Source: an optimization exercise on an open RTL-to-GDS flow (aim: a short achievable clock period and few clock cycles per item). Production flows keep margins and buffers that such runs may drop.
In this exercise RTL edits were held to simulation tests only and were not proved equivalent to the original.
No activity file was given, so power comes from the tool's default toggle rates.

### design/flow/config.mk
export PLATFORM = sky130hd
export DESIGN_NAME = diff_drive_odometry
export DESIGN_NICKNAME = diff_drive_odometry
export VERILOG_FILES = /design/flow/design.v
export SDC_FILE = /design/flow/constraint.sdc
export NUM_CORES = 4
export LEC_CHECK = 0
export ABC_CLOCK_PERIOD_IN_PS = 5000
export CAP_MARGIN = 20
export CELL_PAD_IN_SITES_DETAIL_PLACEMENT = 1
export CELL_PAD_IN_SITES_GLOBAL_PLACEMENT = 1
export CORE_MARGIN = 2
export CORE_UTILIZATION = 40
export SETUP_SLACK_MARGIN = 5
export SLEW_MARGIN = 20
export TNS_END_PERCENT = 5
### design/flow/constraint.sdc
create_clock -name core_clock -period 12.0 [get_ports {clk}]
set_input_delay 2.4000 -clock core_clock [delete_from_list [all_inputs] [get_ports {clk}]]
set_output_delay 2.4000 -clock core_clock [all_outputs]
set_load 0.01 [all_outputs]
### design/flow/design.v
package odo_pkg;
	localparam int unsigned CFG_W = 31;
	localparam logic [CFG_W-1:0] SPACING_RST = 31'd36438;
	localparam logic [CFG_W-1:0] CIRC_RST = 31'd39716;
	localparam logic signed [33:0] ANG_PI = 34'sd1686629713;
	localparam logic signed [33:0] ANG_TWO_PI = 34'sd3373259426;
	localparam logic signed [33:0] ANG_HALF_PI = 34'sd843314857;
	localparam logic signed [33:0] CORDIC_GAIN = 34'sd326016437;
endpackage
import odo_pkg::*;
module odo_divsteps #(
	parameter int PW = 24,
	parameter int NW = 32,
	parameter int K = 4
) (
	input  logic [PW-1:0] p_i,
	input  logic [NW-1:0] n_i,
	input  logic [PW-1:0] d,
	output logic [PW-1:0] p_o,
	output logic [NW-1:0] n_o
);
	logic [PW:0]   t;
	logic [PW+1:0] df;
	always_comb begin
		p_o = p_i;
		n_o = n_i;
		for (int k = 0; k < K; k++) begin
			t = {p_o, n_o[NW-1]};
			df = {1'b0, t} - {2'b00, d};
			n_o = {n_o[NW-2:0], ~df[PW+1]};
			p_o = df[PW+1] ? t[PW-1:0] : df[PW-1:0];
		end
	end
endmodule
module odo_modsteps #(
	parameter int K = 4
) (
	input  logic [31:0]  r_i,
	input  logic [K-1:0] b,
	output logic [31:0]  r_o
);
	localparam logic [32:0] TWO_PI = 33'd3373259426;
	logic [32:0] r2;
	logic [33:0] rd;
	always_comb begin
		r_o = r_i;
		for (int k = K - 1; k >= 0; k--) begin
			r2 = {r_o, b[k]};
			rd = {1'b0, r2} - {1'b0, TWO_PI};
			r_o = rd[33] ? r2[31:0] : rd[31:0];
		end
	end
endmodule
import odo_pkg::*;
module odo_cordic (
	input  logic [4:0]         i,
	input  logic signed [33:0] x_i,
	input  logic signed [33:0] y_i,
	input  logic signed [33:0] z_i,
	output logic signed [33:0] x_o,
	output logic signed [33:0] y_o,
	output logic signed [33:0] z_o
);
	function automatic logic [31:0] atan_q29(input logic [4:0] k);
		logic [31:0] v;
		case (k)
			5'd0: v = 32'd421657428;
			5'd1: v = 32'd248918915;
			5'd2: v = 32'd131521918;
			5'd3: v = 32'd66762579;
			5'd4: v = 32'd33510843;
			5'd5: v = 32'd16771758;
			5'd6: v = 32'd8387925;
			5'd7: v = 32'd4194219;
			5'd8: v = 32'd2097141;
			5'd9: v = 32'd1048575;
			5'd10: v = 32'd524288;
			5'd11: v = 32'd262144;
			5'd12: v = 32'd131072;
			5'd13: v = 32'd65536;
			5'd14: v = 32'd32768;
			5'd15: v = 32'd16384;
			5'd16: v = 32'd8192;
			5'd17: v = 32'd4096;
			5'd18: v = 32'd2048;
			5'd19: v = 32'd1024;
			5'd20: v = 32'd512;
			5'd21: v = 32'd256;
			5'd22: v = 32'd128;
			5'd23: v = 32'd64;
			default: v = 32'd0;
		endcase
		atan_q29 = v;
	endfunction
	logic signed [33:0] xs, ys, at;
	always_comb begin
		xs = x_i >>> i;
		ys = y_i >>> i;
		at = $signed({2'b00, atan_q29(i)});
		if (!z_i[33]) begin
			x_o = x_i - ys;
			y_o = y_i + xs;
			z_o = z_i - at;
		end else begin
			x_o = x_i + ys;
			y_o = y_i - xs;
			z_o = z_i + at;
		end
	end
endmodule
import odo_pkg::*;
module diff_drive_odometry (
	input  logic               clk,
	input  logic               arst_n,
	input  logic               in_valid,
	output logic               in_stall,
	input  logic signed [31:0] left_angle,
	input  logic signed [31:0] right_angle,
	input  logic [23:0]        elapsed_us,
	output logic               out_valid,
	input  logic               out_stall,
	output logic signed [31:0] pos_x,
	output logic signed [31:0] pos_y,
	output logic signed [31:0] heading,
	output logic signed [31:0] speed_x,
	output logic signed [31:0] speed_y,
	output logic signed [31:0] turn_rate,
	output logic signed [31:0] left_speed,
	output logic signed [31:0] right_speed,
	output logic               rate_invalid,
	input  logic               cfg_we,
	input  logic               cfg_index,
	input  logic [CFG_W-1:0]   cfg_data
);
	function automatic logic [31:0] sat_sign(input logic sat, input logic neg,
			input logic [30:0] q);
		logic [31:0] v;
		if (sat) begin
			v = neg ? 32'h80000000 : 32'h7fffffff;
		end else begin
			v = neg ? 32'(-{1'b0, q}) : {1'b0, q};
		end
		sat_sign = v;
	endfunction
	function automatic logic [2:0] dig11(input logic [32:0] a, input logic [4:0] c);
		logic [2:0] v;
		case (c)
			5'd1: v = a[32:30];
			5'd2: v = a[29:27];
			5'd3: v = a[26:24];
			5'd4: v = a[23:21];
			5'd5: v = a[20:18];
			5'd6: v = a[17:15];
			5'd7: v = a[14:12];
			5'd8: v = a[11:9];
			5'd9: v = a[8:6];
			5'd10: v = a[5:3];
			default: v = a[2:0];
		endcase
		dig11 = v;
	endfunction
	function automatic logic [2:0] dig13(input logic [38:0] a, input logic [4:0] c);
		logic [2:0] v;
		case (c)
			5'd1: v = a[38:36];
			5'd2: v = a[35:33];
			5'd3: v = a[32:30];
			5'd4: v = a[29:27];
			5'd5: v = a[26:24];
			5'd6: v = a[23:21];
			5'd7: v = a[20:18];
			5'd8: v = a[17:15];
			5'd9: v = a[14:12];
			5'd10: v = a[11:9];
			5'd11: v = a[8:6];
			5'd12: v = a[5:3];
			default: v = a[2:0];
		endcase
		dig13 = v;
	endfunction
	function automatic logic signed [34:0] fold(input logic signed [33:0] a);
		logic signed [34:0] v;
		if (a > ANG_HALF_PI) begin
			v = {a - ANG_PI, 1'b1};
		end else if (a < -ANG_HALF_PI) begin
			v = {a + ANG_PI, 1'b1};
		end else begin
			v = {a, 1'b0};
		end
		fold = v;
	endfunction
	logic       adv_q, en, take;
	logic [4:0] cnt_q;
	assign en = adv_q;
	assign take = en && (cnt_q == 5'd0);
	always_ff @(posedge clk or negedge arst_n) begin
		if (!arst_n) begin
			cnt_q <= '0;
		end else if (en) begin
			cnt_q <= cnt_q + 5'd1;
		end
	end
	logic [CFG_W-1:0] seff_q, circ_q;
	always_ff @(posedge clk or negedge arst_n) begin
		if (!arst_n) begin
			seff_q <= SPACING_RST;
			circ_q <= CIRC_RST;
		end else if (cfg_we) begin
			case (cfg_index)
				1'b0: seff_q <= (cfg_data == '0) ? 31'd1 : cfg_data;
				default: circ_q <= cfg_data;
			endcase
		end
	end
	logic               v0, accept;
	logic signed [31:0] prev_l, prev_r, l0, r0, pl0, pr0;
	logic [23:0]        us0;
	assign in_stall = v0;
	assign accept = in_valid && !v0;
	always_ff @(posedge clk or negedge arst_n) begin
		if (!arst_n) begin
			v0 <= 1'b0;
			prev_l <= '0;
			prev_r <= '0;
		end else begin
			v0 <= accept || (v0 && !take);
			if (accept) begin
				prev_l <= left_angle;
				prev_r <= right_angle;
			end
		end
	end
	always_ff @(posedge clk) begin
		if (accept) begin
			l0 <= left_angle;
			r0 <= right_angle;
			us0 <= elapsed_us;
			pl0 <= prev_l;
			pr0 <= prev_r;
		end
	end
	logic [6:1] v_q;
	always_ff @(posedge clk or negedge arst_n) begin
		if (!arst_n) begin
			v_q <= '0;
		end else if (take) begin
			v_q <= {v_q[5:1], v0};
		end
	end
	logic [31:0]        s1_al, s1_ar;
	logic               s1_sl, s1_sr, s1_satl, s1_satr;
	logic [63:0]        s1_ml, s1_mr;
	logic [8:0]         s1_pl, s1_pr, s1_plo, s1_pro;
	logic [35:0]        s1_nl, s1_nr, s1_nlo, s1_nro;
	logic signed [31:0] s1_dl, s1_dr;
	logic [23:0]        s1_us;
	logic signed [32:0] dle, dre;
	logic [2:0]         cdig;
	logic [63:0]        n1l, n1r;
	always_comb begin
		dle = 33'(l0) - 33'(pl0);
		dre = 33'(r0) - 33'(pr0);
		cdig = dig11({2'd0, circ_q}, cnt_q);
		n1l = s1_ml + 64'd180;
		n1r = s1_mr + 64'd180;
	end
	odo_divsteps #(.PW(9), .NW(36), .K(2)) u_d360l (.p_i(s1_pl), .n_i(s1_nl), .d(9'd360),
		.p_o(s1_plo), .n_o(s1_nlo));
	odo_divsteps #(.PW(9), .NW(36), .K(2)) u_d360r (.p_i(s1_pr), .n_i(s1_nr), .d(9'd360),
		.p_o(s1_pro), .n_o(s1_nro));
	always_ff @(posedge clk) begin
		if (en) begin
			if (cnt_q == 5'd0) begin
				s1_al <= dle[32] ? 32'(-dle) : dle[31:0];
				s1_ar <= dre[32] ? 32'(-dre) : dre[31:0];
				s1_sl <= dle[32];
				s1_sr <= dre[32];
				s1_ml <= '0;
				s1_mr <= '0;
				s1_us <= us0;
			end else if (cnt_q <= 5'd11) begin
				s1_ml <= {s1_ml[60:0], 3'd0} + 64'(s1_al * cdig);
				s1_mr <= {s1_mr[60:0], 3'd0} + 64'(s1_ar * cdig);
			end else if (cnt_q == 5'd12) begin
				s1_satl <= n1l[63:31] >= 33'd360;
				s1_satr <= n1r[63:31] >= 33'd360;
				s1_pl <= n1l[44:36];
				s1_pr <= n1r[44:36];
				s1_nl <= n1l[35:0];
				s1_nr <= n1r[35:0];
			end else if (cnt_q <= 5'd30) begin
				s1_pl <= s1_plo;
				s1_pr <= s1_pro;
				s1_nl <= s1_nlo;
				s1_nr <= s1_nro;
			end else begin
				s1_dl <= $signed(sat_sign(s1_satl, s1_sl, s1_nl[30:0]));
				s1_dr <= $signed(sat_sign(s1_satr, s1_sr, s1_nr[30:0]));
			end
		end
	end
	logic signed [31:0] s2_dl, s2_dr, s3_dl, s3_dr;
	logic               s2_st, s3_st;
	logic signed [32:0] s2_s, s3_s;
	logic [23:0]        s2_us, s3_us;
	logic [30:0]        s2_p, s2_po;
	logic [61:0]        s2_nq, s2_nqo, s3_th;
	logic [31:0]        s2_r, s2_ro, s3_r;
	logic [1:0]         s2_qb;
	logic signed [32:0] dt1, dt2;
	logic [31:0]        amt;
	always_comb begin
		dt1 = 33'(s1_dr) - 33'(s1_dl);
		dt2 = 33'(s1_dl) - 33'(s1_dr);
		amt = dt1[32] ? dt2[31:0] : dt1[31:0];
	end
	odo_divsteps #(.PW(31), .NW(62), .K(2)) u_th2 (.p_i(s2_p), .n_i(s2_nq), .d(seff_q),
		.p_o(s2_po), .n_o(s2_nqo));
	odo_modsteps #(.K(2)) u_md2 (.r_i(s2_r), .b(s2_qb), .r_o(s2_ro));
	always_ff @(posedge clk) begin
		if (en) begin
			if (cnt_q == 5'd0) begin
				s2_dl <= s1_dl;
				s2_dr <= s1_dr;
				s2_us <= s1_us;
				s2_st <= dt1[32];
				s2_s <= 33'(s1_dl) + 33'(s1_dr);
				s2_nq <= {1'b0, amt, 29'd0} + 62'(seff_q[30:1]);
				s2_p <= '0;
				s2_r <= '0;
				s2_qb <= '0;
			end else begin
				s2_p <= s2_po;
				s2_nq <= s2_nqo;
				s2_qb <= s2_nqo[1:0];
				s2_r <= s2_ro;
			end
		end
	end
	logic signed [33:0] s3_tw, rm, twc, hsum, hwrap;
	logic               s3_nz, s3_ft, s3_fh;
	logic [49:0]        s3_tc;
	logic signed [31:0] ph_q, s3_phb, s3_pha;
	logic signed [33:0] s3_xt, s3_yt, s3_zt, s3_xh, s3_yh, s3_zh;
	logic signed [33:0] cxt, cyt, czt, cxh, cyh, czh;
	logic [4:0]         rot;
	always_comb begin
		rm = $signed({2'b00, s3_r});
		if (!s3_st) begin
			twc = (rm < ANG_PI) ? rm : rm - ANG_TWO_PI;
		end else begin
			twc = (rm <= ANG_PI) ? -rm : ANG_TWO_PI - rm;
		end
		hsum = 34'(ph_q) + s3_tw;
		if (hsum >= ANG_PI) begin
			hwrap = hsum - ANG_TWO_PI;
		end else if (hsum < -ANG_PI) begin
			hwrap = hsum + ANG_TWO_PI;
		end else begin
			hwrap = hsum;
		end
		rot = cnt_q - 5'd4;
	end
	odo_cordic u_cor_t (.i(rot), .x_i(s3_xt), .y_i(s3_yt), .z_i(s3_zt), .x_o(cxt), .y_o(cyt), .z_o(czt));
	odo_cordic u_cor_h (.i(rot), .x_i(s3_xh), .y_i(s3_yh), .z_i(s3_zh), .x_o(cxh), .y_o(cyh), .z_o(czh));
	always_ff @(posedge clk or negedge arst_n) begin
		if (!arst_n) begin
			ph_q <= '0;
		end else if (en && (cnt_q == 5'd2) && v_q[3]) begin
			ph_q <= hwrap[31:0];
		end
	end
	always_ff @(posedge clk) begin
		if (en) begin
			if (cnt_q == 5'd0) begin
				s3_r <= s2_ro;
				s3_th <= s2_nq;
				s3_nz <= (s2_nq != '0);
				s3_tc <= (s2_nq > 62'd562949953421312) ? 50'd562949953421312 : s2_nq[49:0];
				s3_dl <= s2_dl;
				s3_dr <= s2_dr;
				s3_st <= s2_st;
				s3_s <= s2_s;
				s3_us <= s2_us;
			end else if (cnt_q == 5'd1) begin
				s3_tw <= twc;
			end else if (cnt_q == 5'd2) begin
				s3_phb <= ph_q;
				s3_pha <= hwrap[31:0];
			end else if (cnt_q == 5'd3) begin
				{s3_zt, s3_ft} <= fold(s3_tw);
				{s3_zh, s3_fh} <= fold(34'(s3_phb));
				s3_xt <= CORDIC_GAIN;
				s3_yt <= '0;
				s3_xh <= CORDIC_GAIN;
				s3_yh <= '0;
			end else if (cnt_q <= 5'd27) begin
				s3_xt <= cxt;
				s3_yt <= cyt;
				s3_zt <= czt;
				s3_xh <= cxh;
				s3_yh <= cyh;
				s3_zh <= czh;
			end
		end
	end
	logic [32:0]        s4_as;
	logic [30:0]        s4_asn, s4_au, s4_ach, s4_ash;
	logic               s4_ss, s4_negx, s4_negy, s4_sch, s4_ssh, s4_nz, s4_st;
	logic [63:0]        s4_mx, s4_my;
	logic [62:0]        s4_d, s4_px, s4_py, s4_pxo, s4_pyo;
	logic [37:0]        s4_nx, s4_ny, s4_nxo, s4_nyo;
	logic [61:0]        s4_th;
	logic [49:0]        s4_tc;
	logic signed [31:0] s4_dl, s4_dr, s4_pha;
	logic [23:0]        s4_us;
	logic signed [33:0] uv;
	logic [2:0]         dsn, du;
	logic [62:0]        nxv, nyv;
	always_comb begin
		uv = s3_ft ? 34'sd536870912 + s3_xt : 34'sd536870912 - s3_xt;
		dsn = dig11({2'd0, s4_asn}, cnt_q);
		du = dig11({2'd0, s4_au}, cnt_q);
		nxv = s4_mx[62:0] + 63'(s4_th);
		nyv = s4_my[62:0] + 63'(s4_th);
	end
	odo_divsteps #(.PW(63), .NW(38), .K(2)) u_dx (.p_i(s4_px), .n_i(s4_nx), .d(s4_d),
		.p_o(s4_pxo), .n_o(s4_nxo));
	odo_divsteps #(.PW(63), .NW(38), .K(2)) u_dy (.p_i(s4_py), .n_i(s4_ny), .d(s4_d),
		.p_o(s4_pyo), .n_o(s4_nyo));
	always_ff @(posedge clk) begin
		if (en) begin
			if (cnt_q == 5'd0) begin
				s4_as <= s3_s[32] ? 33'(-s3_s) : 33'(s3_s);
				s4_ss <= s3_s[32];
				s4_asn <= s3_yt[33] ? 31'(-s3_yt) : s3_yt[30:0];
				s4_au <= uv[33] ? 31'(-uv) : uv[30:0];
				s4_negx <= s3_s[32] ^ s3_yt[33] ^ s3_ft ^ s3_st;
				s4_negy <= s3_s[32] ^ uv[33] ^ s3_st;
				s4_ach <= s3_xh[33] ? 31'(-s3_xh) : s3_xh[30:0];
				s4_sch <= s3_xh[33] ^ s3_fh;
				s4_ash <= s3_yh[33] ? 31'(-s3_yh) : s3_yh[30:0];
				s4_ssh <= s3_yh[33] ^ s3_fh;
				s4_mx <= '0;
				s4_my <= '0;
				s4_nz <= s3_nz;
				s4_st <= s3_st;
				s4_th <= s3_th;
				s4_tc <= s3_tc;
				s4_dl <= s3_dl;
				s4_dr <= s3_dr;
				s4_pha <= s3_pha;
				s4_us <= s3_us;
			end else if (cnt_q <= 5'd11) begin
				s4_mx <= {s4_mx[60:0], 3'd0} + 64'(s4_as * dsn);
				s4_my <= {s4_my[60:0], 3'd0} + 64'(s4_as * du);
			end else if (cnt_q == 5'd12) begin
				s4_d <= {s4_th, 1'b0};
				s4_px <= 63'(nxv[62:38]);
				s4_py <= 63'(nyv[62:38]);
				s4_nx <= nxv[37:0];
				s4_ny <= nyv[37:0];
			end else begin
				s4_px <= s4_pxo;
				s4_py <= s4_pyo;
				s4_nx <= s4_nxo;
				s4_ny <= s4_nyo;
			end
		end
	end
	logic [37:0]        s5_adx, s5_ady;
	logic               s5_sdx, s5_sdy, s5_sdl, s5_sdr, s5_st, s5_sch, s5_ssh;
	logic [31:0]        s5_adl, s5_adr;
	logic [30:0]        s5_ach, s5_ash;
	logic signed [31:0] s5_pha, px_q, py_q, s5_px, s5_py;
	logic [23:0]        s5_us;
	logic [57:0]        s5_n0, s5_n1, s5_n2, s5_n3;
	logic [63:0]        s5_tn, s5_vx, s5_vy;
	logic [31:0]        s5_wx, s5_wy;
	logic [33:0]        half_as;
	logic [37:0]        msel;
	logic [57:0]        mega;
	logic [2:0]         dgx, dgy;
	logic [33:0]        t1, t2, t3, t4;
	logic [63:0]        e1, e2, e3, e4;
	logic [64:0]        wxs, wys;
	always_comb begin
		half_as = {1'b0, s4_as} + 34'd1;
		case (cnt_q)
			5'd1: msel = s5_adx;
			5'd2: msel = s5_ady;
			5'd3: msel = 38'(s5_adl);
			default: msel = 38'(s5_adr);
		endcase
		mega = ({msel, 20'd0} - {4'd0, msel, 16'd0}) + ({6'd0, msel, 14'd0} + {11'd0, msel, 9'd0})
			+ ({14'd0, msel, 6'd0} + {35'd0, s5_us[23:1]});
		dgx = dig13({1'b0, s5_adx}, cnt_q);
		dgy = dig13({1'b0, s5_ady}, cnt_q);
		t1 = s5_ach * dgx;
		t2 = s5_ash * dgy;
		t3 = s5_ash * dgx;
		t4 = s5_ach * dgy;
		e1 = (s5_sch ^ s5_sdx) ? -(64'(t1)) : 64'(t1);
		e2 = (s5_ssh ^ s5_sdy) ? 64'(t2) : -(64'(t2));
		e3 = (s5_ssh ^ s5_sdx) ? -(64'(t3)) : 64'(t3);
		e4 = (s5_sch ^ s5_sdy) ? -(64'(t4)) : 64'(t4);
		wxs = {s5_vx[63], s5_vx} + 65'd268435456 - 65'(s5_vx[63]);
		wys = {s5_vy[63], s5_vy} + 65'd268435456 - 65'(s5_vy[63]);
	end
	always_ff @(posedge clk or negedge arst_n) begin
		if (!arst_n) begin
			px_q <= '0;
			py_q <= '0;
		end else if (en && (cnt_q == 5'd15) && v_q[5]) begin
			px_q <= px_q + s5_wx;
			py_q <= py_q + s5_wy;
		end
	end
	always_ff @(posedge clk) begin
		if (en) begin
			if (cnt_q == 5'd0) begin
				s5_adx <= s4_nz ? s4_nx : 38'(half_as[33:1]);
				s5_sdx <= s4_nz ? s4_negx : s4_ss;
				s5_ady <= s4_nz ? s4_ny : 38'd0;
				s5_sdy <= s4_negy;
				s5_adl <= s4_dl[31] ? 32'(-s4_dl) : s4_dl;
				s5_adr <= s4_dr[31] ? 32'(-s4_dr) : s4_dr;
				s5_sdl <= s4_dl[31];
				s5_sdr <= s4_dr[31];
				s5_st <= s4_st;
				s5_tn <= 64'(s4_tc);
				s5_ach <= s4_ach;
				s5_ash <= s4_ash;
				s5_sch <= s4_sch;
				s5_ssh <= s4_ssh;
				s5_pha <= s4_pha;
				s5_us <= s4_us;
				s5_vx <= '0;
				s5_vy <= '0;
			end else begin
				if (cnt_q <= 5'd13) begin
					s5_vx <= {s5_vx[60:0], 3'd0} + e1 + e2;
					s5_vy <= {s5_vy[60:0], 3'd0} + e3 + e4;
				end
				if (cnt_q == 5'd14) begin
					s5_wx <= wxs[60:29];
					s5_wy <= wys[60:29];
				end
				if (cnt_q == 5'd15) begin
					s5_px <= px_q + s5_wx;
					s5_py <= py_q + s5_wy;
				end
				if (cnt_q <= 5'd6) begin
					s5_tn <= {s5_tn[61:0], 2'd0} + s5_tn;
				end else if (cnt_q == 5'd7) begin
					s5_tn <= s5_tn + {34'd0, s5_us, 6'd0};
				end
				case (cnt_q)
					5'd1: s5_n0 <= mega;
					5'd2: s5_n1 <= mega;
					5'd3: s5_n2 <= mega;
					5'd4: s5_n3 <= mega;
					default: ;
				endcase
			end
		end
	end
	logic [23:0]  s6_p0, s6_p1, s6_p2, s6_p3, s6_p4, s6_us;
	logic [31:0]  s6_q0, s6_q1, s6_q2, s6_q3, s6_q4;
	logic [4:0]   s6_sat, s6_neg;
	logic         s6_rinv;
	logic signed [31:0] s6_px, s6_py, s6_pha;
	logic [23:0]  pi0, pi1, pi2, pi3, pi4, po0, po1, po2, po3, po4, dus;
	logic [30:0]  qi0, qi1, qi2, qi3, qi4, qo0, qo1, qo2, qo3, qo4;
	logic [23:0]  pa0, pa1, pa2, pa3, pa4;
	logic [30:0]  qa0, qa1, qa2, qa3, qa4;
	logic [56:0]  n4v;
	assign n4v = s5_tn[63:7];
	odo_divsteps #(.PW(24), .NW(31), .K(1)) u_sa0 (.p_i(s5_n0[54:31]), .n_i(s5_n0[30:0]), .d(s5_us), .p_o(pa0), .n_o(qa0));
	odo_divsteps #(.PW(24), .NW(31), .K(1)) u_sa1 (.p_i(s5_n1[54:31]), .n_i(s5_n1[30:0]), .d(s5_us), .p_o(pa1), .n_o(qa1));
	odo_divsteps #(.PW(24), .NW(31), .K(1)) u_sa2 (.p_i(s5_n2[54:31]), .n_i(s5_n2[30:0]), .d(s5_us), .p_o(pa2), .n_o(qa2));
	odo_divsteps #(.PW(24), .NW(31), .K(1)) u_sa3 (.p_i(s5_n3[54:31]), .n_i(s5_n3[30:0]), .d(s5_us), .p_o(pa3), .n_o(qa3));
	odo_divsteps #(.PW(24), .NW(31), .K(1)) u_sa4 (.p_i(n4v[54:31]), .n_i(n4v[30:0]), .d(s5_us), .p_o(pa4), .n_o(qa4));
	always_comb begin
		if (cnt_q == 5'd0) begin
			pi0 = pa0;
			pi1 = pa1;
			pi2 = pa2;
			pi3 = pa3;
			pi4 = pa4;
			qi0 = qa0;
			qi1 = qa1;
			qi2 = qa2;
			qi3 = qa3;
			qi4 = qa4;
			dus = s5_us;
		end else begin
			pi0 = s6_p0;
			pi1 = s6_p1;
			pi2 = s6_p2;
			pi3 = s6_p3;
			pi4 = s6_p4;
			qi0 = s6_q0[30:0];
			qi1 = s6_q1[30:0];
			qi2 = s6_q2[30:0];
			qi3 = s6_q3[30:0];
			qi4 = s6_q4[30:0];
			dus = s6_us;
		end
	end
	odo_divsteps #(.PW(24), .NW(31), .K(1)) u_sp0 (.p_i(pi0), .n_i(qi0), .d(dus), .p_o(po0), .n_o(qo0));
	odo_divsteps #(.PW(24), .NW(31), .K(1)) u_sp1 (.p_i(pi1), .n_i(qi1), .d(dus), .p_o(po1), .n_o(qo1));
	odo_divsteps #(.PW(24), .NW(31), .K(1)) u_sp2 (.p_i(pi2), .n_i(qi2), .d(dus), .p_o(po2), .n_o(qo2));
	odo_divsteps #(.PW(24), .NW(31), .K(1)) u_sp3 (.p_i(pi3), .n_i(qi3), .d(dus), .p_o(po3), .n_o(qo3));
	odo_divsteps #(.PW(24), .NW(31), .K(1)) u_sp4 (.p_i(pi4), .n_i(qi4), .d(dus), .p_o(po4), .n_o(qo4));
	always_ff @(posedge clk) begin
		if (en) begin
			if (cnt_q <= 5'd29) begin
				s6_p0 <= po0;
				s6_p1 <= po1;
				s6_p2 <= po2;
				s6_p3 <= po3;
				s6_p4 <= po4;
				s6_q0 <= {1'b0, qo0};
				s6_q1 <= {1'b0, qo1};
				s6_q2 <= {1'b0, qo2};
				s6_q3 <= {1'b0, qo3};
				s6_q4 <= {1'b0, qo4};
			end else if (cnt_q == 5'd30) begin
				s6_q0 <= s6_rinv ? 32'd0 : sat_sign(s6_sat[0], s6_neg[0], s6_q0[30:0]);
				s6_q1 <= s6_rinv ? 32'd0 : sat_sign(s6_sat[1], s6_neg[1], s6_q1[30:0]);
				s6_q2 <= s6_rinv ? 32'd0 : sat_sign(s6_sat[2], s6_neg[2], s6_q2[30:0]);
				s6_q3 <= s6_rinv ? 32'd0 : sat_sign(s6_sat[3], s6_neg[3], s6_q3[30:0]);
				s6_q4 <= s6_rinv ? 32'd0 : sat_sign(s6_sat[4], s6_neg[4], s6_q4[30:0]);
			end
			if (cnt_q == 5'd0) begin
				s6_sat <= {n4v[56:31] >= 26'(s5_us), s5_n3[57:31] >= 27'(s5_us),
					s5_n2[57:31] >= 27'(s5_us), s5_n1[57:31] >= 27'(s5_us),
					s5_n0[57:31] >= 27'(s5_us)};
				s6_neg <= {s5_st, s5_sdr, s5_sdl, s5_sdy, s5_sdx};
				s6_rinv <= (s5_us == '0);
				s6_us <= s5_us;
				s6_px <= s5_px;
				s6_py <= s5_py;
				s6_pha <= s5_pha;
			end
		end
	end
	logic       ov_q, pop, ov_d;
	logic [4:0] cnt_d;
	always_comb begin
		pop = ov_q && !out_stall;
		ov_d = (ov_q && !pop) || (en && (cnt_q == 5'd30) && v_q[6]);
		cnt_d = en ? cnt_q + 5'd1 : cnt_q;
	end
	always_ff @(posedge clk or negedge arst_n) begin
		if (!arst_n) begin
			ov_q <= 1'b0;
			adv_q <= 1'b1;
		end else begin
			ov_q <= ov_d;
			adv_q <= !(ov_d && (cnt_d == 5'd0));
		end
	end
	assign out_valid = ov_q;
	assign pos_x = s6_px;
	assign pos_y = s6_py;
	assign heading = s6_pha;
	assign speed_x = s6_q0;
	assign speed_y = s6_q1;
	assign left_speed = s6_q2;
	assign right_speed = s6_q3;
	assign turn_rate = s6_q4;
	assign rate_invalid = s6_rinv;
endmodule
### design/flow/run.sh
#!/bin/bash
# synth_recipe.tcl (not shown) runs the flow's synth.tcl, then flattens the netlist and writes it again
# the make line also repeats each setting of config.mk as NAME=value (left out here)
make -C /OpenROAD-flow-scripts/flow DESIGN_CONFIG=/design/flow/config.mk WORK_HOME=/design/flow/orfs CLKGATE_MAP_FILE= SYNTH_SCRIPT=/design/flow/synth_recipe.tcl finish
==> run summary <==
power breakdown:
group / total [mW] / internal (mW) / switching, mW
sequential: 15.5 / 14.7 / 0.829
clock: 14.2 / 8.31 / 5.91
combinational: 9.58 / 4.23 / 5.35
total: 39.3 / 27.2 / 12.1
area by class of cell:
type,count,area share (%)
timing repair buffer,1161,3.49
timing repair inverter,1,0.00159
multi-input combinational,22600,51.9
inverter,1821,2.19
clock inverter,292,1.17
clock buffer,523,3.65
tap,9210,3.66
sequential,3592,33.9
antenna,23,0.0183
registers in the layout, summed over array words and instances, names as in the netlist, 50 cells and up:
signal  count
s1_ml      64
s1_mr      64
s5_tn      64
s4_mx      63
s4_my      63
s4_px      63
s4_py      63
s2_nq      62
s3_th      62
s4_d       62
s4_th      62
s5_vx      62
s5_vy      62
s5_n0      58
s5_n1      58
s5_n2      58
s5_n3      58
s3_tc      50
s4_tc      50
stage by stage:
step | TNS, ns | power, mW | cell area (µm²)
final | 0 | 39.3 | 315000
after global routing | 0 | 41.3 | 315000
after CTS | 0 | 39.3 | 311000
after detailed placement | -0.0290 | 24.9 | 292000
after global placement | -0.0775 | 24.7 | 292000
after floorplan | 0 | 22.5 | 278000
placed cells by master, fill, tap and decap left out, drive strengths merged, types with 459 or more instances in the layout:
cell	n
a21oi	2302
nand2	3078
ha	2060
a21o	883
nor3	545
inv	1828
xnor2	1587
edfxtp	3356
o21ai	1765
fa	636
nor2	2454
xor2	1030
nand3	459
buf	758
clkbuf	534
cells by family (layout without fill, tap and decap cells):
kind of cell | Yosys count | count (layout) | share of synthesized area [%]
simple gates | 8913 | 8916 | 14.9
compound gates | 7558 | 7558 | 17.0
flops | 3592 | 3592 | 38.4
buf+inv | 3004 | 3798 | 4.10
fa+ha+maj | 2696 | 2696 | 13.9
xor+xnor | 2617 | 2617 | 8.26
mux | 806 | 806 | 3.39
other cells | 0 | 23 | 0
metal layers:
layer  vias to the layer above  GRT usage [%]  wire, µm
li1                     106000              -         -
met1                    114000           37.9    455000
met2                      4705           44.8    459000
met3                      1004           2.96     47200
met4                        16           6.28     25600
met5                         -              0       103
what timing repair did:
action,CTS,global route
cloned,15,12
pin swaps,140,186
setup endpoints to repair,869,919
setup buffers,196,173
resized for setup,452,397
worst max path at each step:
stage / start / cells past startpoint / end
finish: cnt_q[2] / 53 / s5_vx[37]
global route: cnt_q[2] / 52 / s5_vx[37]
CTS: s4_d[25] / 32 / s4_py[2]
detailed placement: cnt_q[1] / 41 / s5_vx[60]
global placement: cnt_q[1] / 43 / s5_vx[63]
floorplan: adv_q / 2 / s1_al[0]
==> PnR_summary.wiki <==
{| class="wikitable"
! Metric !! Value
|-
| Outcome || no timing/DRC/antenna violations
|-
| Most frequent cell after synthesis || sky130_fd_sc_hd__edfxtp_1
|-
| Hold crit path type || reg -> reg
|-
| Vias || 226000
|-
| Multi-input logic area || 163000 µm²
|-
| Die Span Y || 837 µm
|-
| Worst path slowest cell || sky130_fd_sc_hd__fa_1
|-
| Most used flip-flop cell after synthesis || sky130_fd_sc_hd__edfxtp_1
|-
| Final standard cell count with taps included and fillers excluded || 39200
|-
| Crit path max fanout || 14
|-
| Count of buffers from port buffering || 383
|-
| CTS H-tree depth || 5
|-
| Full die area || 701000 µm²
|-
| Post-place setup slack || -0.0185 ns
|-
| Congestion Overflow GR || 0
|-
| Relative slew slack || 17.1%
|-
| Reg-to-reg critical path startpoint || cnt_q[2]
|-
| Kind of critical path || reg -> reg
|-
| Initial standard-cell utilization of the core || 40.2%
|-
| End point of the most critical hold path || s4_tc[28]
|-
| Commonest cells in the netlist || sky130_fd_sc_hd__edfxtp_1 (3356), sky130_fd_sc_hd__nand2_1 (3076), sky130_fd_sc_hd__nor2_1 (2450)
|-
| Top post-synthesis cells by area || sky130_fd_sc_hd__edfxtp_1 (36%), sky130_fd_sc_hd__ha_1 (9.3%), sky130_fd_sc_hd__xnor2_1 (5.0%)
|-
| Cells on worst reg2reg path || 53
|-
| Endpoint kind of the worst setup timing path || flip-flop
|-
| Largest stage delay on the critical path || 0.54 ns
|-
| Share of the cycle needed by the critical path after routing || 81.7%
|-
| Nets in the synthesized netlist || 32000
|-
| Number of violations of the max-capacitance limit || 0
|-
| Aggregate routed wire length || 986000 µm
|-
| Number of clock buffers inserted by TritonCTS || 435
|-
| Vias in the first global route || 229000
|-
| Total of flip-flops plus latches after synthesis || 3592
|-
| Final hold violation count || 0
|-
| Number of fill cells in the layout || 77000
|-
| First-pass DRT Iterations || 9
|-
| Cell depth of the worst hold path || 0
|-
| Required time at the endpoint of the critical path || 12.77 ns
|-
| Delay-heaviest family, CP || buffers and inverters
|-
| CP bufs+invs || 23
|-
| Number of enable-type register cells in the synthesized netlist || 3356
|-
| End of the worst register-to-register path || s5_vx[37]
|-
| Unrepaired setup endpoints after global routing || yes
|-
| Vias per Instance || 5.76
|-
| Worst-path clk slew || 0.06 ns
|-
| Total global-route track usage || 27.0%
|-
| Post-synth ARST share || 6.57%
|-
| Period minus WS final || 9.80 ns
|-
| Combined area of all synthesized cells || 278000 µm²
|-
| Clk Tree Root Cell || sky130_fd_sc_hd__clkbuf_16
|-
| Storage element area || 107000 µm²
|-
| CTS Buffer Depth || 4
|-
| Final setup vio count || 0
|-
| Syn_area_per_cell || 9.51 µm²
|-
| Sink Count || 3592
|-
| Worst Setup Slack, final || 2.20 ns
|-
| Register area share after synthesis || 38.4%
|-
| Largest area contributor in the synthesized netlist || sky130_fd_sc_hd__edfxtp_1
|-
| Power density relative to cell area || 125 nW/µm²
|-
| Estimated wirelength of the detail-placed design || 756000 µm
|-
| Maximum number of pins on one net before global-route repair || 180
|-
| Type of element launching the critical path || flip-flop
|-
| Num ports || 384
|-
| Routed wire length per instance || 25.1 µm
|-
| Placed cell count || 38000
|-
| Number of pins with negative max-slew slack in the final report || 0
|-
| Final hold slack || 0.404 ns
|-
| CTS tree || done
|-
| Die width || 837 µm
|-
| Drt initial violations || 15700
|-
| Worst-skew pair later-pin latency || 1.09 ns
|-
| Fraction of synthesized cell area taken by the top area cell type || 36.3%
|-
| CTS Hold Bufs || 0
|-
| Maximum ir drop on the vdd rail || 0.143 mV
|-
| Synth cell types || 120
|-
| Count of warnings emitted by yosys || 7
|-
| Rows || 305
|-
| Drt drc || 0
|-
| Actual slew at the worst max-slew pin || 1.23 ns
|-
| Fraction of final layout cells sized beyond drive strength 1 || 8.95%
|-
| Maximum clock frequency || 102 MHz
|-
| Critical Path Most Common Cell || sky130_fd_sc_hd__buf_4
|-
| Placer congestion estimate || 0.935
|-
| Layout net count || 32400
|-
| Post-layout utilization of the core || 45.6%
|-
| Leakage power total || 128 nW
|-
| Antenna violations before repair || 68
|-
| Register-to-register setup slack || 2.20 ns
|-
| Relative area change from synthesis to final layout || 13.4%
|-
| Skew final || 0.0832 ns
|-
| Area of the core || 691000 µm²
|-
| Worst path arrival time || 10.57 ns
|-
| Hold Crit Start || s3_tc[28]
|-
| Global-route wire length before repair || 1470000 µm
|-
| Number of instances in the synthesized netlist || 29200
|-
| Post-route antenna net violation count || 0
|}
Testbench counts, summed over its fixed seeds: cycles 32,248, items 960.

-- separate check: timing with driven ports --
Ports are ideal in the flow. The routed layout listed here was re-timed in OpenROAD. Step 1 (the two cells are an assumption about what drives the block):
set clk [get_ports {clk}]
set_driving_cell -lib_cell sky130_fd_sc_hd__clkbuf_16 $clk
set_driving_cell -lib_cell sky130_fd_sc_hd__buf_2 [delete_from_list [all_inputs] $clk]
Step 2 adds t to the input delays and takes it off the output delays; t is the mean of the earliest and latest rising clock arrival at the registers after step 1. Input paths then give back, and output paths get back, about the clock's delay inside the block. Three values: ideal ports, drivers, drivers and shift; two values: the first two.
t, ns: 1.179
slack for setup (ns): 2.200 / 2.200 / 2.200
clock arrival spread, ns: 0.088 / 0.087
pins driven straight from the clock port: 1
After both steps setup and hold are still met in this run. For this run, drivers alone change the setup slack by 0.000 ns; drivers and shift together by 0.000 ns.
